This design comes from an exercise in tuning for small area, a short achievable clock period and few clock cycles on the open sky130 flow, not from production work.
Only simulation tests tie the RTL to the original design; equivalence was not proved.

File: flow/config.mk
export PLATFORM = sky130hd
export DESIGN_NAME = md_ctrl
export DESIGN_NICKNAME = md_ctrl
export VERILOG_FILES = /design/flow/design.v
export SDC_FILE = /design/flow/constraint.sdc
export NUM_CORES = 4
export LEC_CHECK = 0
export ABC_CLOCK_PERIOD_IN_PS = 6000
export CAP_MARGIN = 20
export CORE_MARGIN = 2
export CORE_UTILIZATION = 40
export SETUP_SLACK_MARGIN = 5
export SLEW_MARGIN = 20
File: flow/constraint.sdc
create_clock -name core_clock -period 12.0 [get_ports {clk}]
set_input_delay 2.4000 -clock core_clock [delete_from_list [all_inputs] [get_ports {clk}]]
set_output_delay 2.4000 -clock core_clock [all_outputs]
set_load 0.01 [all_outputs]
File: flow/design.v
package md_pkg;
   typedef enum logic [1:0] {
      MD_MULT  = 2'b00,
      MD_MULTU = 2'b01,
      MD_DIV   = 2'b10,
      MD_DIVU  = 2'b11
   } md_op_e;
   localparam int unsigned MUL_R = 8;
endpackage
module md_div_step #(
   parameter int unsigned DATA_W = 32
) (
   input  logic [DATA_W-1:0] rem_i,
   input  logic              bit_i,
   input  logic [DATA_W-1:0] dvs_i,
   input  logic              dneg_i,
   output logic [DATA_W-1:0] rem_o,
   output logic              q_o
);
   logic [DATA_W:0]   shifted;
   logic [DATA_W+1:0] diff;
   always_comb begin
      shifted = {rem_i, bit_i};
      if (dneg_i) diff = {1'b0, shifted} + {2'b11, dvs_i};
      else        diff = {1'b0, shifted} - {2'b00, dvs_i};
      q_o   = !diff[DATA_W+1];
      rem_o = q_o ? diff[DATA_W-1:0] : shifted[DATA_W-1:0];
   end
endmodule
import md_pkg::*;
module md_ctrl (
   input  logic        clk,
   input  logic        rst_n,
   input  logic        md_start,
   input  logic [1:0]  md_op,
   input  logic [31:0] md_a,
   input  logic [31:0] md_b,
   input  logic        md_flush,
   input  logic        md_rd_hi,
   input  logic        md_rd_lo,
   input  logic        md_wr_hi,
   input  logic        md_wr_lo,
   output logic        md_stall,
   output logic        md_busy,
   output logic        md_done,
   output logic [31:0] hi,
   output logic [31:0] lo
);
   localparam int unsigned R     = MUL_R;
   localparam int unsigned NSTEP = 32 / R;
   logic        busy_q, done_q;
   logic        st_mul_q, st_prep_q, st_div_q, st_fix_q;
   logic [4:0]  cnt_q;
   logic        sgn_q, sa_q, sb_q;
   logic [5:0]  lzb_q;
   logic [31:0] hi_q, lo_q, b_q;
   logic        accept, signed_op;
   assign accept    = !busy_q && md_start && !md_flush;
   assign signed_op = !md_op[0];
   function automatic logic [5:0] lzc32(input logic [31:0] x);
      lzc32 = 6'd32;
      for (int i = 0; i < 32; i++) if (x[i]) lzc32 = 31 - i;
   endfunction
   logic        a_neg;
   logic [31:0] a_in;
   assign a_neg = md_op[1] && signed_op && md_a[31];
   assign a_in  = a_neg ? -md_a : md_a;
   logic [5:0]  lzb_in;
   assign lzb_in = lzc32((signed_op && md_b[31]) ? ~md_b : md_b);
   logic                   mul_last;
   logic signed [R:0]      dig;
   logic signed [32:0]     hi_ext, b_ext;
   logic signed [R+33:0]   msum;
   assign mul_last = (cnt_q == 5'd0);
   assign dig      = {mul_last & sgn_q & lo_q[R-1], lo_q[R-1:0]};
   assign hi_ext   = {sgn_q & hi_q[31], hi_q};
   assign b_ext    = {sgn_q & b_q[31], b_q};
   assign msum     = hi_ext + b_ext * dig;
   logic [5:0]  lza;
   logic [6:0]  sdiff;
   logic [5:0]  s;                   
   logic [5:0]  t;
   logic [31:0] rot, mask;
   logic        dvz;
   assign lza   = lzc32(lo_q);
   assign dvz   = (lzb_q == 6'd32) && !sb_q;
   assign sdiff = {1'b0, lzb_q} - {1'b0, lza} + 7'd1;
   always_comb begin
      if (lzb_q == 6'd32)             s = 6'd32;
      else if (sdiff[6] || sdiff == 7'd0) s = 6'd0;
      else                            s = {sdiff[5:1] + {4'd0, sdiff[0]}, 1'b0};
   end
   assign t = 6'd32 - s;
   always_comb begin
      rot = lo_q;
      for (int k = 0; k < 5; k++)
         if (t[k]) rot = (rot << (1 << k)) | (rot >> (32 - (1 << k)));
   end
   assign mask = t[5] ? 32'd0 : (32'hFFFF_FFFF << t[4:0]);
   logic [31:0] r1, r2;
   logic        q1, q2;
   md_div_step #(.DATA_W(32)) u_step1 (
      .rem_i (hi_q), .bit_i (lo_q[31]), .dvs_i (b_q), .dneg_i (sb_q), .rem_o (r1), .q_o (q1));
   md_div_step #(.DATA_W(32)) u_step2 (
      .rem_i (r1), .bit_i (lo_q[30]), .dvs_i (b_q), .dneg_i (sb_q), .rem_o (r2), .q_o (q2));
   logic qneg;
   logic need_fix;
   assign qneg     = (sa_q ^ sb_q) && !dvz;
   assign need_fix = sa_q | qneg;
   always_ff @(posedge clk or negedge rst_n) begin
      if (!rst_n) begin
         busy_q    <= 1'b0;
         done_q    <= 1'b0;
         st_mul_q  <= 1'b0;
         st_prep_q <= 1'b0;
         st_div_q  <= 1'b0;
         st_fix_q  <= 1'b0;
         cnt_q     <= 5'd0;
         hi_q      <= 32'd0;
         lo_q      <= 32'd0;
      end else begin
         done_q <= 1'b0;
         if (!busy_q) begin
            if (accept) begin
               busy_q    <= 1'b1;
               st_mul_q  <= !md_op[1];
               st_prep_q <= md_op[1];
               cnt_q     <= NSTEP - 1;
               hi_q      <= 32'd0;
               lo_q      <= a_in;
            end else if (!md_flush && !md_start) begin
               if (md_wr_hi) hi_q <= md_a;
               if (md_wr_lo) lo_q <= md_a;
            end
         end else if (st_mul_q) begin
            hi_q <= msum[R+31:R];
            lo_q <= {msum[R-1:0], lo_q[31:R]};
            cnt_q <= cnt_q - 5'd1;
            if (mul_last) begin
               st_mul_q <= 1'b0;
               busy_q   <= 1'b0;
               done_q   <= 1'b1;
            end
         end else if (st_prep_q) begin
            st_prep_q <= 1'b0;
            hi_q      <= rot & ~mask;
            lo_q      <= rot & mask;
            cnt_q     <= s[5:1] - 5'd1;
            if (s != 6'd0) begin
               st_div_q <= 1'b1;
            end else if (need_fix) begin
               st_fix_q <= 1'b1;
            end else begin
               busy_q <= 1'b0;
               done_q <= 1'b1;
            end
         end else if (st_div_q) begin
            hi_q  <= r2;
            lo_q  <= {lo_q[29:0], q1, q2};
            cnt_q <= cnt_q - 5'd1;
            if (cnt_q == 5'd0) begin
               st_div_q <= 1'b0;
               if (need_fix) begin
                  st_fix_q <= 1'b1;
               end else begin
                  busy_q <= 1'b0;
                  done_q <= 1'b1;
               end
            end
         end else begin
            lo_q     <= qneg ? -lo_q : lo_q;
            hi_q     <= sa_q ? -hi_q : hi_q;
            st_fix_q <= 1'b0;
            busy_q   <= 1'b0;
            done_q   <= 1'b1;
         end
      end
   end
   always_ff @(posedge clk) begin
      if (accept) begin
         b_q   <= md_b;
         lzb_q <= lzb_in;
         sgn_q <= signed_op;
         sa_q  <= signed_op && md_a[31];
         sb_q  <= signed_op && md_b[31];
      end
   end
   assign md_busy  = busy_q;
   assign md_done  = done_q;
   assign hi       = hi_q;
   assign lo       = lo_q;
   assign md_stall = busy_q && (md_start || md_rd_hi || md_rd_lo || md_wr_hi || md_wr_lo);
endmodule
File: flow/run.sh
#!/bin/bash
# synth_recipe.tcl (not shown) runs the flow's synth.tcl, then flattens the netlist and writes it again
# the make line also repeats each setting of config.mk as NAME=value (left out here)
make -C /OpenROAD-flow-scripts/flow DESIGN_CONFIG=/design/flow/config.mk WORK_HOME=/design/flow/orfs CLKGATE_MAP_FILE= SYNTH_SCRIPT=/design/flow/synth_recipe.tcl finish
==> results_dict.tcl <==
set metrics [dict create \
    status "complete, no violations" \
    hold_buffers 0 \
    setup_tns_ps 0 \
    io_pins 141 \
    ys_seq_area_share_pct 11.1 \
    cp_max_fo 7 \
    hold_class "register to register" \
    grt_pass1_wl_um 176000 \
    hpwl_um 87500 \
    die_w_um 268 \
    wl_per_cell_um 26.4 \
    gp_congestion 1.02 \
    fillCellCount 6706 \
    layout-area-overhead-vs-synth_pct 21.0 \
    drcViolationCount 0 \
    fmax_mhz 134 \
    critPathSlowestCell "or4_4" \
    rsz0062_at_grt "true" \
    async_flop_share_pct 64.3 \
    first_pass_iters 8 \
    critPathMostFrequentCell "buf_6" \
    synth_seq_cells 115 \
    final_max_slew_viol_count 0 \
    fin_skew_ps 23.2 \
    drive_gt1_share_pct 15.9 \
    synth_xor_area_share_pct 6.84 \
    fin_crit_sh_pct 62.0 \
    num_rows 96 \
    synth_cell_type_count 106 \
    critical_path.max_stage_delay_ps 470 \
    gr-usage-all-layers_pct 33.2 \
    nNetsFinal 4135 \
    cts-root-buf "clkbuf_16" \
    syn_area_mm2 0.0278 \
    synthAdderAreaFrac_pct 27.7 \
    clock_path_buffers 2 \
    antenna_found_initial 5 \
    avgViaCountPerCell 6.29 \
    grt-ovfl-total 0 \
    cp.arrival_ps 7820 \
    vias 28600 \
    io_buffer_count 140 \
    seqCellArea_mm2 0.00310 \
    clk_latency_ps 470 \
    synth_edf_count 41 \
    clkTransAtPathRegs_ps 70 \
    cts_tree "done" \
    hold_viol_final 0 \
    multi_input_comb_area_mm2 0.0242 \
    fin_util_pct 48.9 \
    coreArea_mm2 0.0687 \
    synth_top_area_cell "fa_1" \
    required_ps 12380 \
    max-cap-violations 0 \
    worst_pin_slew_ps 1100 \
    synth_compound_area_share_pct 19.6 \
    avgSynthCellArea_um2 8.07 \
    drt_wl_total_um 120000 \
    synth_area_leaders "fa_1 (19%), ha_1 (8.3%), dfrtp_1 (6.7%)" \
    clock-sinks 115 \
    synth_warnings 2 \
    syn_inst 3444 \
    cp-start-kind "register" \
    synth_mux_area_share_pct 7.07 \
    ys.flop_type "dfrtp_1" \
    synth_top_cell_area_share_pct 19.4 \
    synth_top_family_by_area "adder cells" \
    synth-simple-area-share_pct 20.4 \
    die_h_um 268 \
    cts_buffers 17 \
    end_kind "register" \
    relSlewSlack_pct 26.4 \
    h-tree-depth 4 \
    die-area_mm2 0.0716 \
    syn_nets 3972 \
    setup_viol 0 \
    grt_pass1_vias 27600 \
    worstSetupPathType "register to register" \
    ant_nets 0 \
    drt_iter0_markers 3608 \
    fin_crit_ps 7440 \
    grt_max_degree 47 \
    initial_core_util_pct 40.4 \
]
cell families (layout without fill, tap and decap cells):
logic type | count (synthesis) | count (layout)
AO/OA/AOI/OAI | 821 | 822
XOR/XNOR | 214 | 215
adder cells (fa/ha/maj) | 454 | 454
buffers and inverters | 513 | 686
flip-flops | 115 | 115
multiplexers | 147 | 147
other | 0 | 1
AND/OR/NAND/NOR | 1180 | 1181
what timing repair did:
| action | CTS | global route |
|---|---|---|
| pin swaps | 71 | 38 |
| buffers inserted | 98 | 45 |
| endpoints found under the setup margin | 70 | 62 |
| hold endpoints to repair | 0 | 0 |
| gates resized for setup | 210 | 97 |
| cloned | 7 | 1 |
metal layers:
metal  vias to the layer above  share of wire (%)  GRT usage [%]  wire length, µm
met3                       368                 12           10.0            14800
li1                      12400                  -              -                -
met1                     14100                 39           43.2            47100
met4                         2                5.4           15.3             6500
met5                         -              0.012              0               15
met2                      1805                 43           50.3            51600
path summary, 6_finish.rpt:
path / start / endpoint / slack (ps) / cells after the start
max in group asynchronous: rst_n / lo_q[0] / 9000 / 2
hold reg to reg: cnt_q[1] / cnt_q[1] / 600 / 2
setup / recovery: b_q[5] / hi_q[9] / 4560 / 34
hold / removal: cnt_q[1] / cnt_q[1] / 600 / 2
min in group asynchronous: rst_n / st_div_q / 1910 / 1
setup reg to reg: b_q[5] / hi_q[9] / 4560 / 34
critical path, delay by kind of cell, from the launching register on:
family | cells | cell delay, ps
multiplexers | 2 | 420
flip-flops | 1 | 440
AO/OA/AOI/OAI | 9 | 1390
AND/OR/NAND/NOR | 11 | 2730
buffers and inverters | 8 | 1270
XOR/XNOR | 2 | 470
adder cells (fa/ha/maj) | 2 | 630
through the flow:
step	hold WS [ps]	worst slack, ps	cell area [µm²]	std cells
final	598	4560	33600	4552
after global placement	538	2690	30100	4368
after CTS	603	4830	32700	4505
after detailed placement	543	2480	30100	4368
after global routing	622	4330	33600	4551
after floorplan	509	5030	27900	3444
layout make-up:
cell class	count	share of cell area [%]
Clock buffer	19	1.35
Multi-Input combinational cell	2819	72.1
Clock inverter	13	0.581
Inverter	295	3.38
Tap cell	931	3.46
Timing Repair inverter	1	0.0223
Sequential cell	115	9.22
Timing Repair Buffer	358	9.88
Antenna cell	1	0.00744
cell usage in the layout (no fill, tap or decap), drive strengths merged, types with 78 or more instances in the layout:
master	n
fa	269
ha	185
o21ai	176
nand2	412
xor2	88
inv	296
a21oi	206
buf	218
nand3	91
xnor2	127
clkdlybuf4s50	139
and2	108
nor2	247
nor3	78
registers in the layout, indices dropped and copies added (netlist names):
register,count
lo_q,32
hi_q,32
sa_q,1
sb_q,1
st_mul_q,1
b_q,32
st_div_q,1
done_q,1
busy_q,1
st_prep_q,1
sgn_q,1
lzb_q,6
cnt_q,5
cell usage after synthesis (74+ instances only):
library cell	instances
a21oi_1	204
and2_1	107
clkbuf_1	160
dfrtp_1	74
fa_1	269
ha_1	185
inv_1	292
nand2_1	411
nand3_1	90
nor2_1	246
nor3_1	75
o21ai_0	160
xnor2_1	125
xor2_1	87
Testbench counts, summed over its fixed seeds: cycles 24,765.

## afterwards: timing with drivers on the ports
In the flow no input, the clock included, has a driving cell. The finished layout below was timed again as built, in two steps. Step 1, drivers: a clkbuf_16 drives clk and a buf_2 each remaining input, both assumed. Step 2, shift: input delay + t, output delay - t, t = (earliest + latest rising clock arrival at the registers) / 2. This alone moves slack from input paths to output paths. Slacks: no drivers / after step 1 / after step 2; pairs: no drivers / after step 1.
t (ns): 0.520
setup WS [ns]: 4.558 / 4.558 / 4.558
hold slack, ns: 0.598 / 0.598 / 0.598
After both steps setup and hold are still met in this run. For this run, drivers alone change the setup slack by 0.000 ns; drivers and shift together by 0.000 ns.
